This design comes from an exercise in tuning for small area on the open sky130 flow, not from production work. Where RTL was checked, it was by simulation tests only, not by an equivalence proof against the original.

alpha:
## exec_core
module exec_core (
	input  logic                clk,
	input  logic                arst_n,
	input  cpu16_pkg::word_t    instr,
	input  logic                instr_valid,
	input  cpu16_pkg::word_t    pc,
	input  cpu16_pkg::word_t    mem_rdata,
	output cpu16_pkg::word_t    mem_addr,
	output cpu16_pkg::word_t    mem_wdata,
	output logic                mem_we,
	output logic                jump_taken,
	output cpu16_pkg::word_t    jump_target,
	output logic                wb_en_o,
	output cpu16_pkg::reg_idx_t wb_idx,
	output cpu16_pkg::word_t    wb_data,
	output cpu16_pkg::flags_t   flags
);
	cpu16_pkg::word_t rd_a_data;
	cpu16_pkg::word_t rd_b_data;
	cpu16_pkg::word_t b_eff;
	cpu16_pkg::word_t alu_result;
	cpu16_pkg::word_t pc_inc;
	logic use_imm;
	logic [3:0] logic_tt;
	logic op_add, op_addc, op_sub, op_not, op_shl, op_shr, sh_arith;
	logic op_load, op_link, set_flags;
	decoder decoder_i (
		.instr      (instr),
		.instr_valid(instr_valid),
		.flags      (flags),
		.use_imm    (use_imm),
		.op_add     (op_add),
		.op_addc    (op_addc),
		.op_sub     (op_sub),
		.logic_tt   (logic_tt),
		.op_not     (op_not),
		.op_shl     (op_shl),
		.op_shr     (op_shr),
		.sh_arith   (sh_arith),
		.op_load    (op_load),
		.op_link    (op_link),
		.set_flags  (set_flags),
		.wb_en      (wb_en_o),
		.mem_we     (mem_we),
		.jump_taken (jump_taken)
	);
	assign wb_idx = instr[11:8];
	regfile regfile_i (
		.clk       (clk),
		.arst_n    (arst_n),
		.wr_en     (wb_en_o),
		.wr_idx    (instr[11:8]),
		.wr_data   (wb_data),
		.rd_a_idx  (instr[11:8]),
		.rd_b_idx  (instr[3:0]),
		.rd_a_data (rd_a_data),
		.rd_b_data (rd_b_data)
	);
	assign b_eff = use_imm ? {{8{instr[7]}}, instr[7:0]} : rd_b_data;
	alu alu_i (
		.clk       (clk),
		.arst_n    (arst_n),
		.a         (rd_a_data),
		.b         (b_eff),
		.op_add    (op_add),
		.op_addc   (op_addc),
		.op_sub    (op_sub),
		.logic_tt  (logic_tt),
		.op_not    (op_not),
		.op_shl    (op_shl),
		.op_shr    (op_shr),
  ...
Size in the first run: ~260 flip-flops, about 130 I/O pins, about 15000 um2 of cells after synthesis.
==> module regfile, before the edit <==
module regfile (
	input  logic                clk,
	input  logic                arst_n,
	input  logic                wr_en,
	input  cpu16_pkg::reg_idx_t wr_idx,
	input  cpu16_pkg::word_t    wr_data,
	input  cpu16_pkg::reg_idx_t rd_a_idx,
	input  cpu16_pkg::reg_idx_t rd_b_idx,
	output cpu16_pkg::word_t    rd_a_data,
	output cpu16_pkg::word_t    rd_b_data
);
	cpu16_pkg::word_t     regs [16];
	cpu16_pkg::word_t     wr_word;
	logic [16-1:0] sel_a;
	logic [16-1:0] sel_b;
	logic [16-1:0] sel_w;
	assign wr_word = wr_data & {16{arst_n}};
	for (genvar i = 0; i < 16; i++)
	begin : g_reg
		assign sel_w[i] = !arst_n || (wr_en && (wr_idx == i));
		assign sel_a[i] = (rd_a_idx == i);
		assign sel_b[i] = (rd_b_idx == i);
		always_ff @(posedge clk)
		begin
			if (sel_w[i])
				regs[i] <= wr_word;
		end
	end
	for (genvar j = 0; j < 16; j++)
	begin : g_read
		logic [16-1:0] col;
		for (genvar i = 0; i < 16; i++)
		begin : g_col
			assign col[i] = regs[i][j];
		end
		assign rd_a_data[j] = |(col & sel_a);
		assign rd_b_data[j] = |(col & sel_b);
	end
endmodule
Settings: LEC_CHECK=0, ABC_AREA=1, CAP_MARGIN=20, CORE_MARGIN=2, CORE_UTILIZATION=40, CTS_BUF_LIST=sky130_fd_sc_hd__clkbuf_8, CTS_CLUSTER_DIAMETER=60, CTS_CLUSTER_SIZE=16, SETUP_SLACK_MARGIN=0.3, SLEW_MARGIN=20; clock period 11.0 ns.
standard.sh (not shown) runs the stock make flow with config.mk's settings and CLKGATE_MAP_FILE= SYNTH_SCRIPT=/design/flow/synth_recipe.tcl, a recipe that flattens the netlist after the stock synthesis.
==> flow/flow/run.sh <==
#!/bin/bash
# The standard layout, with two changes: ABC maps the logic with an area-oriented script
# (flow/abc.script), and the port buffers are the smallest buffer cell.
set -euo pipefail
here=$(pwd)
rm -rf "$here/scripts_own"
cp -r "$FLOW_HOME/scripts" "$here/scripts_own"
cp "$here/flow/abc.script" "$here/scripts_own/abc_area.script"
cp "$here/flow/abc.script" "$here/scripts_own/abc_speed.script"
export SCRIPTS_DIR="$here/scripts_own"
export BUFFER_PORTS_ARGS="-buffer_cell sky130_fd_sc_hd__buf_1"
bash standard.sh > "$here/layout_make.log" 2>&1
==> flow/flow/abc.script <==
strash
&get -n
&st
&dch
&nf -R 1000
&put
topo
stime -c
buffer -c
upsize -c
dnsize -c
Modified inputs, beta compared to alpha
--- a/flow/design.v
+++ b/flow/design.v
@@ -97,18 +97,24 @@
 );
 	cpu16_pkg::word_t     regs [16];
-	cpu16_pkg::word_t     wr_word;
+	logic [16-1:0] valid;
 	logic [16-1:0] sel_a;
 	logic [16-1:0] sel_b;
 	logic [16-1:0] sel_w;
-	assign wr_word = wr_data & {16{arst_n}};
 	for (genvar i = 0; i < 16; i++)
 	begin : g_reg
-		assign sel_w[i] = !arst_n || (wr_en && (wr_idx == i));
-		assign sel_a[i] = (rd_a_idx == i);
-		assign sel_b[i] = (rd_b_idx == i);
+		assign sel_w[i] = wr_en && (wr_idx == i);
+		assign sel_a[i] = valid[i] && (rd_a_idx == i);
+		assign sel_b[i] = valid[i] && (rd_b_idx == i);
+		always_ff @(posedge clk or negedge arst_n)
+		begin
+			if (!arst_n)
+				valid[i] <= 1'b0;
+			else if (sel_w[i])
+				valid[i] <= 1'b1;
+		end
 		always_ff @(posedge clk)
 		begin
 			if (sel_w[i])
-				regs[i] <= wr_word;
+				regs[i] <= wr_data;
 		end
 	end
@@ -116,10 +122,21 @@
 	begin : g_read
 		logic [16-1:0] col;
+		logic [16-1:0] term_a, term_b;
+		logic [5:0]           grp_a, grp_b;
 		for (genvar i = 0; i < 16; i++)
 		begin : g_col
 			assign col[i] = regs[i][j];
 		end
-		assign rd_a_data[j] = |(col & sel_a);
-		assign rd_b_data[j] = |(col & sel_b);
+		assign term_a = col & sel_a;
+		assign term_b = col & sel_b;
+		for (genvar k = 0; k < 5; k++)
+		begin : g_grp
+			assign grp_a[k] = |term_a[3*k +: 3];
+			assign grp_b[k] = |term_b[3*k +: 3];
+		end
+		assign grp_a[5] = term_a[15];
+		assign grp_b[5] = term_b[15];
+		assign rd_a_data[j] = (grp_a[0] | grp_a[1] | grp_a[2]) | (grp_a[3] | grp_a[4] | grp_a[5]);
+		assign rd_b_data[j] = (grp_b[0] | grp_b[1] | grp_b[2]) | (grp_b[3] | grp_b[4] | grp_b[5]);
 	end
 endmodule
[summary]
- alpha → beta: hold path depth now sits lower; proportion of synthesized chip area in sequential cells now larger; die outline height rose by 1.3 um; achievable frequency went down.
- Measured against alpha, the sequential cell count of beta comes out at 1.06 times the reference value.
- Delta (beta minus alpha): via count of the first global-routing pass -1.2%; wire length on met3 +about 13%; hold slack moved down; sequential cell area in the final layout went up about 5%; number of cells on the worst reg-to-reg path increased 19%.
- The instance area after placement in beta was higher than what alpha gave.
- Looking at biggest cell delay along the critical path, beta sits 40 ps above alpha.
- Compared with alpha, beta ends up with more cell area.
For alpha, only the layout was checked, not whether the RTL still works.

-- what the ideal ports hide --
How much do the figures lean on ideal ports? The routed layouts below were timed once more, with nothing changed but the port constraints.
Step 1 assumes that a clkbuf_16 drives the clock port and a buf_2 every other input.
Step 2 moves the port delays by t, midway between the first and last clock arrival at a register: inputs arrive t later, outputs are due t later. That takes back most of the time a late clock gives input paths.
Slacks: ideal / step 1 / step 2; pairs: ideal / step 1.
run	t (ns)	setup WS [ns]	clock arrival spread, ns	worst slew at a driven data input, ns	cell pins on the clock port's net
alpha	0.585	0.747 / 0.719 / 0.719	0.030 / 0.030	0.04	1
beta	0.605	0.608 / 0.562 / 0.562	0.021 / 0.021	0.06	1
After both steps setup and hold are still met in every run listed. The setup slack of beta, which loses most, moves by -0.046 ns with the drivers and by -0.046 ns with both steps.
